This is an optimization exercise on Yosys and OpenROAD, whose aim is small area and few clock cycles, not a production implementation.
No functional check of the RTL was part of this run.
Power figures rest on the tool's default switching activity, not on a simulated workload.

**config.mk**
```make
export PLATFORM = sky130hd
export DESIGN_NAME = bracket_quote_value_checker_core
export DESIGN_NICKNAME = bracket_quote_value_checker_core
export VERILOG_FILES = /design/flow/design.v
export SDC_FILE = /design/flow/constraint.sdc
export NUM_CORES = 4
export LEC_CHECK = 0
export CAP_MARGIN = 20
export CORE_MARGIN = 2
export CORE_UTILIZATION = 65
export CTS_CLUSTER_DIAMETER = 100
export CTS_CLUSTER_SIZE = 30
export PLACE_DENSITY = 0.85
export SLEW_MARGIN = 20
```
**design.v**
```verilog
package bqvc_pkg;
   localparam logic [7:0] CH_TAB     = 8'h09;
   localparam logic [7:0] CH_LF      = 8'h0A;
   localparam logic [7:0] CH_VT      = 8'h0B;
   localparam logic [7:0] CH_FF      = 8'h0C;
   localparam logic [7:0] CH_CR      = 8'h0D;
   localparam logic [7:0] CH_SPACE   = 8'h20;
   localparam logic [7:0] CH_DQUOTE  = 8'h22;
   localparam logic [7:0] CH_SQUOTE  = 8'h27;
   localparam logic [7:0] CH_LPAREN  = 8'h28;
   localparam logic [7:0] CH_RPAREN  = 8'h29;
   localparam logic [7:0] CH_STAR    = 8'h2A;
   localparam logic [7:0] CH_SLASH   = 8'h2F;
   localparam logic [7:0] CH_SEMI    = 8'h3B;
   localparam logic [7:0] CH_LBRACK  = 8'h5B;
   localparam logic [7:0] CH_BSLASH  = 8'h5C;
   localparam logic [7:0] CH_RBRACK  = 8'h5D;
   localparam logic [7:0] CH_LBRACE  = 8'h7B;
   localparam logic [7:0] CH_RBRACE  = 8'h7D;
   localparam logic [6:0] LA_NONE  = 7'd1;
   localparam logic [6:0] LA_SLASH = 7'd2;
   localparam logic [6:0] LA_LINE  = 7'd4;
   localparam logic [6:0] LA_BLOCK = 7'd8;
   localparam logic [6:0] LA_STAR  = 7'd16;
   localparam logic [6:0] LA_QUOTE = 7'd32;
   localparam logic [6:0] LA_ESC   = 7'd64;
   localparam int LB_NONE  = 0;
   localparam int LB_SLASH = 1;
   localparam int LB_LINE  = 2;
   localparam int LB_BLOCK = 3;
   localparam int LB_STAR  = 4;
   localparam int LB_QUOTE = 5;
   localparam int LB_ESC   = 6;
   localparam logic [1:0] QM_NONE   = 2'd0;
   localparam logic [1:0] QM_DOUBLE = 2'd1;
   localparam logic [1:0] QM_SINGLE = 2'd2;
endpackage
module bracket_quote_value_checker_core (
   input  logic        clock,
   input  logic        reset,
   input  logic        req_valid,
   output logic        req_ready,
   input  logic [7:0]  req_text_byte,
   input  logic        req_end_of_text,
   output logic        rsp_valid,
   input  logic        rsp_ready,
   output logic        rsp_has_byte,
   output logic [7:0]  rsp_value_byte,
   output logic        rsp_terminated,
   output logic [3:0]  rsp_error_code,
   output logic [15:0] rsp_error_pos,
   output logic [15:0] rsp_error_len,
   output logic        rsp_last_result,
   input  logic        csr_valid,
   output logic        csr_ready,
   input  logic        csr_at_mode
);
   logic        bv_ff, sv_ff;
   logic [7:0]  bb_ff, sb_ff;
   logic        be_ff, se_ff;
   logic        pair, y_nr;
   logic [6:0]  la2;
   logic        at_mode_ff;
   logic [15:0] off_ff, off_in;
   logic [15:0] qstart_ff;
   logic [4:0]  top_ff, top_in;
   logic [1:0]  quote_ff, quote_in;
   logic [6:0]  la_ff, la_in;
   logic        qopen;
   logic [17:0] stk_ff [16];
   logic [17:0] top_ent;
   logic [1:0]  top_kind;
   logic [15:0] top_pos;
   logic        push, pop;
   logic        sh_push, sh_pop, sh_hold;
   logic [17:0] stk_in [16];
   logic [7:0]  b;
   logic        is_blank, is_open, is_close, kind_match;
   logic [1:0]  b_kind;
   logic        depth_zero, depth_full;
   logic [15:0] off_inc;
   logic        res, last;
   logic        o_has, o_term;
   logic [7:0]  o_byte;
   logic [3:0]  o_code;
   logic        sel_off, sel_q, sel_t, sel_d;
   logic [15:0] sub_x, diff;
   logic        consume, step;
   assign b          = bb_ff;
   assign depth_zero = top_ff[4];
   assign depth_full = (top_ff == 5'd15);
   assign off_inc    = off_ff + {14'd0, pair, !pair};
   assign is_blank   = (b == bqvc_pkg::CH_SPACE) || (b == bqvc_pkg::CH_TAB) || (b == bqvc_pkg::CH_LF) ||
                       (b == bqvc_pkg::CH_VT) || (b == bqvc_pkg::CH_FF) || (b == bqvc_pkg::CH_CR);
   assign is_open    = (b == bqvc_pkg::CH_LPAREN) || (b == bqvc_pkg::CH_LBRACK) || (b == bqvc_pkg::CH_LBRACE);
   assign is_close   = (b == bqvc_pkg::CH_RPAREN) || (b == bqvc_pkg::CH_RBRACK) || (b == bqvc_pkg::CH_RBRACE);
   assign b_kind     = (b == bqvc_pkg::CH_LPAREN || b == bqvc_pkg::CH_RPAREN) ? 2'd0 :
                       (b == bqvc_pkg::CH_LBRACK || b == bqvc_pkg::CH_RBRACK) ? 2'd1 : 2'd2;
   assign top_ent = stk_ff[0];
   assign top_kind   = top_ent[17:16];
   assign top_pos    = top_ent[15:0];
   assign kind_match = (top_kind == b_kind);
   always_comb begin
      off_in   = off_ff;
      top_in   = top_ff;
      quote_in = quote_ff;
      la_in    = la_ff;
      qopen    = 1'b0;
      push     = 1'b0;
      pop      = 1'b0;
      res      = 1'b0;
      last     = 1'b1;
      o_has    = 1'b0;
      o_byte   = 8'd0;
      o_term   = 1'b0;
      o_code   = 4'd0;
      sel_off  = 1'b0;
      sel_q    = 1'b0;
      sel_t    = 1'b0;
      sel_d    = 1'b0;
      if (be_ff) begin
         if (la_ff[bqvc_pkg::LB_SLASH]) begin
            res    = 1'b1;
            o_has  = 1'b1;
            o_byte = bqvc_pkg::CH_SLASH;
            last   = depth_zero;
            la_in  = bqvc_pkg::LA_NONE;
         end else if (la_ff[bqvc_pkg::LB_BLOCK] || la_ff[bqvc_pkg::LB_STAR]) begin
            res    = 1'b1;
            o_code = 4'd8;
            sel_d  = 1'b1;
            last   = depth_zero;
            la_in  = bqvc_pkg::LA_NONE;
         end else if (quote_ff != bqvc_pkg::QM_NONE && !la_ff[bqvc_pkg::LB_QUOTE]) begin
            res    = 1'b1;
            o_code = 4'd7;
            sel_q  = 1'b1;
         end else if (!depth_zero) begin
            res    = 1'b1;
            o_code = 4'd4 + {2'd0, top_kind};
            sel_t  = 1'b1;
         end
         if (last) begin
            off_in   = {15'd0, pair};
            top_in   = 5'h1f;
            quote_in = bqvc_pkg::QM_NONE;
            la_in    = bqvc_pkg::LA_NONE;
         end
      end else if (la_ff[bqvc_pkg::LB_SLASH] && (b == bqvc_pkg::CH_SLASH || b == bqvc_pkg::CH_STAR)) begin
         la_in  = (b == bqvc_pkg::CH_SLASH) ? bqvc_pkg::LA_LINE : bqvc_pkg::LA_BLOCK;
         off_in = off_inc;
      end else if (la_ff[bqvc_pkg::LB_SLASH]) begin
         res    = 1'b1;
         o_has  = 1'b1;
         o_byte = bqvc_pkg::CH_SLASH;
         last   = 1'b0;
         la_in  = bqvc_pkg::LA_NONE;
      end else if ((la_ff[bqvc_pkg::LB_LINE] && b != bqvc_pkg::CH_LF && b != bqvc_pkg::CH_CR) ||
                   la_ff[bqvc_pkg::LB_BLOCK] || la_ff[bqvc_pkg::LB_STAR]) begin
         off_in = off_inc;
         if (!la_ff[bqvc_pkg::LB_LINE]) begin
            if (b == bqvc_pkg::CH_STAR)
               la_in = bqvc_pkg::LA_STAR;
            else if (la_ff[bqvc_pkg::LB_STAR] && b == bqvc_pkg::CH_SLASH)
               la_in = bqvc_pkg::LA_NONE;
            else
               la_in = bqvc_pkg::LA_BLOCK;
         end
      end else if (la_ff[bqvc_pkg::LB_ESC] || (la_ff[bqvc_pkg::LB_QUOTE] && b == bqvc_pkg::CH_DQUOTE)) begin
         res    = 1'b1;
         o_has  = 1'b1;
         o_byte = b;
         off_in = off_inc;
         la_in  = bqvc_pkg::LA_NONE;
      end else begin
         la_in = bqvc_pkg::LA_NONE;
         if (quote_ff == bqvc_pkg::QM_NONE || la_ff[bqvc_pkg::LB_QUOTE]) begin
            quote_in = bqvc_pkg::QM_NONE;
            if (depth_zero && (is_blank || (b == bqvc_pkg::CH_RBRACK && !at_mode_ff))) begin
               res    = 1'b1;
               o_term = 1'b1;
               off_in = {15'd0, pair};
            end else if (b == bqvc_pkg::CH_SLASH) begin
               la_in  = bqvc_pkg::LA_SLASH;
               off_in = off_inc;
            end else begin
               res    = 1'b1;
               o_has  = 1'b1;
               o_byte = b;
               off_in = off_inc;
               if (b == bqvc_pkg::CH_DQUOTE || b == bqvc_pkg::CH_SQUOTE) begin
                  quote_in = (b == bqvc_pkg::CH_DQUOTE) ? bqvc_pkg::QM_DOUBLE : bqvc_pkg::QM_SINGLE;
                  qopen    = 1'b1;
               end else if (is_open) begin
                  if (depth_full) begin
                     o_code  = 4'd9;
                     sel_off = 1'b1;
                  end else begin
                     push   = 1'b1;
                     top_in = top_ff + 5'd1;
                  end
               end else if (is_close) begin
                  if (depth_zero) begin
                     o_code  = 4'd1 + {2'd0, b_kind};
                     sel_off = 1'b1;
                  end else if (kind_match) begin
                     pop    = 1'b1;
                     top_in = top_ff - 5'd1;
                  end else begin
                     o_code  = 4'd4 + {2'd0, top_kind};
                     sel_off = 1'b1;
                  end
               end else if (b == bqvc_pkg::CH_SEMI && !depth_zero) begin
                  o_code  = 4'd4 + {2'd0, top_kind};
                  sel_off = 1'b1;
                  top_in  = 5'h1f;
               end
            end
         end else begin
            res    = 1'b1;
            o_has  = 1'b1;
            o_byte = b;
            off_in = off_inc;
            if (quote_ff == bqvc_pkg::QM_SINGLE) begin
               if (b == bqvc_pkg::CH_BSLASH)
                  la_in = bqvc_pkg::LA_ESC;
               else if (b == bqvc_pkg::CH_SQUOTE)
                  quote_in = bqvc_pkg::QM_NONE;
            end else if (b == bqvc_pkg::CH_DQUOTE) begin
               la_in = bqvc_pkg::LA_QUOTE;
            end
         end
      end
   end
   assign sub_x = sel_q ? qstart_ff : sel_t ? top_pos : 16'd2;
   assign diff  = off_ff - sub_x;
   assign rsp_valid       = bv_ff && res;
   assign rsp_has_byte    = o_has;
   assign rsp_value_byte  = o_byte;
   assign rsp_terminated  = o_term;
   assign rsp_error_code  = o_code;
   assign rsp_error_pos   = ({16{sel_off}} & off_ff) | ({16{sel_q}} & qstart_ff) |
                            ({16{sel_t}} & top_pos) | ({16{sel_d}} & diff);
   assign rsp_error_len   = (sel_q || sel_t) ? diff : {15'd0, sel_off || sel_d};
   assign rsp_last_result = last;
   always_comb begin
      y_nr = 1'b0;
      la2  = la_in;
      if (la_in[bqvc_pkg::LB_SLASH]) begin
         y_nr = (sb_ff == bqvc_pkg::CH_SLASH) || (sb_ff == bqvc_pkg::CH_STAR);
         la2  = (sb_ff == bqvc_pkg::CH_SLASH) ? bqvc_pkg::LA_LINE : bqvc_pkg::LA_BLOCK;
      end else if (la_in[bqvc_pkg::LB_LINE]) begin
         y_nr = (sb_ff != bqvc_pkg::CH_LF) && (sb_ff != bqvc_pkg::CH_CR);
      end else if (la_in[bqvc_pkg::LB_BLOCK] || la_in[bqvc_pkg::LB_STAR]) begin
         y_nr = 1'b1;
         if (sb_ff == bqvc_pkg::CH_STAR)
            la2 = bqvc_pkg::LA_STAR;
         else if (la_in[bqvc_pkg::LB_STAR] && sb_ff == bqvc_pkg::CH_SLASH)
            la2 = bqvc_pkg::LA_NONE;
         else
            la2 = bqvc_pkg::LA_BLOCK;
      end else if (la_in[bqvc_pkg::LB_NONE]) begin
         y_nr = (quote_in == bqvc_pkg::QM_NONE) && (sb_ff == bqvc_pkg::CH_SLASH);
         la2  = bqvc_pkg::LA_SLASH;
      end
   end
   assign step      = bv_ff && (!res || rsp_ready);
   assign consume   = step && last;
   assign pair      = consume && sv_ff && !se_ff && y_nr;
   assign req_ready = !sv_ff || consume;
   assign csr_ready = !bv_ff || (consume && (!sv_ff || pair));
   always_ff @(posedge clock) begin
      if (reset) begin
         bv_ff      <= 1'b0;
         sv_ff      <= 1'b0;
         at_mode_ff <= 1'b0;
         off_ff     <= 16'd0;
         top_ff     <= 5'h1f;
         quote_ff   <= bqvc_pkg::QM_NONE;
         la_ff      <= bqvc_pkg::LA_NONE;
      end else begin
         if (!bv_ff || consume) begin
            bv_ff <= (sv_ff && !pair) || (req_valid && req_ready);
            sv_ff <= sv_ff && !pair && req_valid && req_ready;
         end else if (!sv_ff) begin
            sv_ff <= req_valid;
         end
         if (csr_valid && csr_ready) begin
            at_mode_ff <= csr_at_mode;
         end
         if (step) begin
            off_ff   <= off_in;
            top_ff   <= top_in;
            quote_ff <= quote_in;
            la_ff    <= pair ? la2 : la_in;
         end
      end
   end
   always_ff @(posedge clock) begin
      if (!bv_ff || consume) begin
         if (sv_ff && !pair) begin
            bb_ff <= sb_ff;
            be_ff <= se_ff;
         end else begin
            bb_ff <= req_text_byte;
            be_ff <= req_end_of_text;
         end
      end
      if (req_ready) begin
         sb_ff <= req_text_byte;
         se_ff <= req_end_of_text;
      end
      if (step && qopen) begin
         qstart_ff <= off_ff;
      end
   end
   assign sh_push = step && push;
   assign sh_pop  = step && pop;
   assign sh_hold = !sh_push && !sh_pop;
   always_comb begin
      for (int i = 0; i < 16; i++) begin
         stk_in[i] = ({18{sh_hold}} & stk_ff[i]) |
                     ({18{sh_push}} & ((i == 0) ? {b_kind, off_ff} : stk_ff[(i + 15) % 16])) |
                     ({18{sh_pop}} & ((i == 15) ? 18'd0 : stk_ff[(i + 1) % 16]));
      end
   end
   always_ff @(posedge clock) begin
      for (int i = 0; i < 16; i++) begin
         stk_ff[i] <= stk_in[i];
      end
   end
endmodule
```
**standard.sh**
```bash
#!/bin/bash
# synth_recipe.tcl (not shown) runs the flow's synth.tcl, then flattens the netlist and writes it again
# the make line also repeats each setting of config.mk as NAME=value (left out here)
make -C /OpenROAD-flow-scripts/flow DESIGN_CONFIG=/design/flow/config.mk WORK_HOME=/design/flow/orfs CLKGATE_MAP_FILE= SYNTH_SCRIPT=/design/flow/synth_recipe.tcl "${@:-finish}"
```
**constraint.sdc**
```tcl
create_clock -name core_clock -period 6.0 [get_ports {clock}]
set_input_delay 1.2000 -clock core_clock [delete_from_list [all_inputs] [get_ports {clock}]]
set_output_delay 1.2000 -clock core_clock [all_outputs]
set_load 0.01 [all_outputs]
```
**flow/run.sh**
```bash
#!/bin/bash
# The standard layout, with two changes: the port buffers are the smallest plain buffer
# (buffer_ports otherwise picks a delay cell), and clock tree synthesis adds no dummy loads.
# The make output goes to standard.log; each ORFS step keeps its own log under orfs/logs/.
set -euo pipefail
bash standard.sh \
  BUFFER_PORTS_ARGS="-buffer_cell sky130_fd_sc_hd__buf_1" \
  CTS_ARGS="-sink_clustering_enable -repair_clock_nets -sink_clustering_size 30 -sink_clustering_max_diameter 100 -dont_use_dummy_load" \
  finish > standard.log 2>&1
```
==> results.json <==
{
  "io_buffers": 64,
  "p_switching_mw": 1.05,
  "grt_max_degree": 270,
  "synth_area_leaders": "dfxtp_1, nand2_1, a22oi_1",
  "syn_to_final_growth_pct": 4.97,
  "holdWs_ns": 0.418,
  "post-place-ws_ns": 0.791,
  "crit_chain": "nor3_2 -> nand2_1 -> a21oi_1 -> nand3_1 -> fa_1 -> nor2b_1 -> o21ai_0 -> a21boi_0 -> o21ai_0 -> a211oi_1 -> o21ai_0 -> a211oi_1 -> nor3_1 -> nor3_1 -> buf_1",
  "worst_slack_ns": 0.439,
  "rrSetupSlack_ns": 1.27,
  "hold_viol": 0,
  "core-area_um2": 24000,
  "track_usage_pct": 27.1,
  "ys_types": 75,
  "clkTransAtPathRegs_ns": 0.10,
  "fmax_ghz": 0.180,
  "yosys.area.top_type_share_pct": 40.7,
  "ioPinCount": 65,
  "die_area_um2": 25500,
  "status": "finished clean",
  "pwr-share-comb_pct": 12.0,
  "finalCritPeriodShare_pct": 92.7,
  "overflow": 0,
  "dp_hpwl_mm": 23.9,
  "rows": 57,
  "synthArstFlopShare_pct": 0,
  "rsz0062_at_grt": "no",
  "placedCellCount": 2154,
  "worst_setup_path_start_kind": "flop",
  "die_width_um": 160,
  "antenna_found_initial": 0,
  "yosys_warnings": 3,
  "cts_buffer_depth": 3,
  "cts-root-buf": "clkbuf_16",
  "seqPwrFrac_pct": 59.6,
  "grt_pass1_wl_mm": 59.5,
  "syn_area_per_cell_um2": 8.41,
  "cts_inserted_buffers": 16,
  "worstPathRequired_ns": 4.80,
  "p_leak_nw": 6.87,
  "crit_type": "reg -> out",
  "crit_family": "compound AO/OA/AOI/OAI gates",
  "n_antenna_cell": 0,
  "slowest_stage": "fa_1",
  "setup_viol": 0,
  "slew_headroom_pct": 30.8,
  "cp_common_cell": "o21ai_0",
  "power.density_nw_per_um2": 249,
  "cp-end-kind": "output port",
  "hp-class": "reg -> reg",
  "post-route-drc-count": 0,
  "start_util_pct": 65.6,
  "synthCells": 1875,
  "stdcell_count": 2170,
  "swShare_pct": 25.6,
  "wl_mm": 36.1,
  "maxCapViolCount": 0,
  "drtPass1Iterations": 6,
  "tns_ns": 0,
  "maxSlewViolCount": 0,
  "via_per_inst": 6.26,
  "p_int_mw": 3.07,
  "ant_nets": 0,
  "first_iter_violations": 1351,
  "n_fill_cell": 1942,
  "h-tree-depth": 1,
  "yosysTopAreaCell": "dfxtp_1",
  "vias": 13595,
  "critical_path_arrival_ns": 4.36,
  "ys_seq_elements": 355,
  "synth-edff-count": 34,
  "max_stage_delay_ns": 0.47,
  "cp_max_fo": 7,
  "total_power_mw": 4.12,
  "gp_congestion": 0.907,
  "layout.nets": 1885,
  "syn-num-nets": 1912,
  "cts_tree": "done",
  "drive_gt1_share_pct": 3.63,
  "yosysSeqAreaShare_pct": 47.2,
  "post_cts_buffers": 0,
  "clock_sinks": 355,
  "pwr-share-clk_pct": 28.4,
  "synth_flop_cell": "dfxtp_1",
  "netlist_area_um2": 15800,
  "drt-wirelength-per-cell_um": 16.6,
  "vdd_drop_max_uv": 232,
  "grt_pass1_vias": 12145,
  "fin_worst_skew_ns": 0.0606,
  "clock_latency_ns": 0.50,
  "period_needed_ns": 5.56,
  "cp_num_buf_inv": 1,
  "die_h_um": 160,
  "worstMarginPinSlew_ns": 1.04
}
-- worst paths after layout --
path                                     from           endpoint  cells after the start
worst min-delay path            stk_ff[15][2]      stk_ff[14][2]                      2
worst min register to register  stk_ff[15][2]      stk_ff[14][2]                      2
worst max-delay path                 la_ff[3]  rsp_error_len[14]                     15
worst max register to register       bb_ff[1]         off_ff[12]                     11
-- power groups by stage --
stage / Sequential (mW) / Clock (mW) / Combinational, mW
final: 2.46 / 1.17 / 0.496
after global routing: 2.46 / 1.28 / 0.539
after CTS: 2.45 / 1.20 / 0.485
after detailed placement: 2.51 / 0 / 0.483
after global placement: 2.51 / 0 / 0.478
after floorplan: 2.49 / 0 / 0.348
-- registers in the layout, summed over array words and instances (netlist names) --
name / count
sv_ff: 1
at_mode_ff: 1
stk_ff: 288
off_ff: 16
top_ff: 5
sb_ff: 8
la_ff: 7
qstart_ff: 16
se_ff: 1
be_ff: 1
bv_ff: 1
bb_ff: 8
quote_ff: 2
-- tightest hold or removal path: stages, from the launching register on --
cell	delay, ns
dfxtp_1	0.32
a22oi_1	0.06
nand2_1	0.06
-- Yosys cell counts, drive strengths merged (6+ instances only) --
cell / n
nand2: 607
dfxtp: 321
a22oi: 286
clkbuf: 114
nor2: 51
o21ai: 48
a21oi: 34
edfxtp: 34
nor3: 34
nand3: 28
a22o: 21
ha: 21
o211ai: 21
buf: 19
inv: 17
nand4: 17
a31oi: 12
and3: 11
o31ai: 11
xnor2: 11
mux2: 9
or3: 9
nor4b: 8
or4: 8
a311oi: 7
nor4: 7
xor2: 7
a211oi: 6
a21boi: 6
a221o: 6
nand2b: 6
nand3b: 6
nor2b: 6
o21a: 6
-- metal layers --
layer,share of wire [%],global-route usage (%)
met1,45,38.7
met2,47,44.0
met3,5.7,2.75
met4,2.1,7.64
met5,0,0
-- cell usage in the layout, fill, tap and decap left out, types with 10 or more instances in the layout --
master,synthesis,layout
nand2_1,606,606
dfxtp_1,321,321
a22oi_1,285,285
buf_1,10,64
nor2_1,51,49
o21ai_0,47,47
a21oi_1,34,34
edfxtp_1,34,34
nor3_1,32,29
nand3_1,28,28
o211ai_1,21,21
a22o_1,21,21
ha_1,21,21
buf_4,0,21
inv_1,17,17
nand4_1,17,17
clkbuf_16,0,16
a31oi_1,12,12
xnor2_1,11,11
and3_1,11,11
o31ai_1,10,10
-- area by class of cell --
type | instances | area, um2 | share of cell area, %
clock buffers | 16 | 400 | 2.42
inverters | 18 | 67.6 | 0.408
multi-input cells | 1369 | 7770 | 47.0
flip-flops and latches | 355 | 7450 | 45.0
well taps | 324 | 405 | 2.45
repair buffers | 88 | 458 | 2.77
-- stage by stage --
stage / utilization [%] / cell area, um2
floorplan: - / 15800
global placement: 67.1 / 16100
detailed placement: 67.1 / 16100
CTS: 68.8 / 16500
global route: 68.9 / 16600
finish: 68.9 / 16600
-- cells by family (layout without fill, tap and decap cells) --
family / Yosys count / in the layout / share of synthesized area [%]
adders and majority gates: 22 / 22 / 1.79
and+or+nand+nor: 821 / 821 / 22.3
buffers and inverters: 151 / 122 / 3.74
xor gates and xnor gates: 18 / 18 / 1.00
DFF: 355 / 355 / 47.2
muxes: 14 / 14 / 0.960
AOI/OAI and AO/OA: 494 / 494 / 23.0
-- what timing repair did --
action	in CTS	in global routing
hold buffers	0	0
endpoints found under the setup margin	0	3
gates resized for setup	0	1

-- re-timing with driven ports --
In the flow no input, the clock included, has a driving cell. The finished layout below was timed again as built, in two steps. Step 1 sets driving cells, clkbuf_16 on the clock port and buf_2 on the other inputs (assumed; they add their load-dependent delay and slew). Step 2 times the ports against the registers' clock, not the clock port: input delays grow and output delays shrink by t, the midpoint of the rising clock arrivals with the driver on. Three values: ideal ports, drivers, drivers and shift; two values: the first two.
shift t [ns]: 0.527
setup WS [ns]: 0.439 / 0.387 / 0.914
worst setup path after step 2: register to output
slew at the worst register clock pin (ns): 0.11 / 0.11
After both steps setup and hold are still met in this run. For this run, drivers alone change the setup slack by -0.052 ns; drivers and shift together by +0.475 ns.
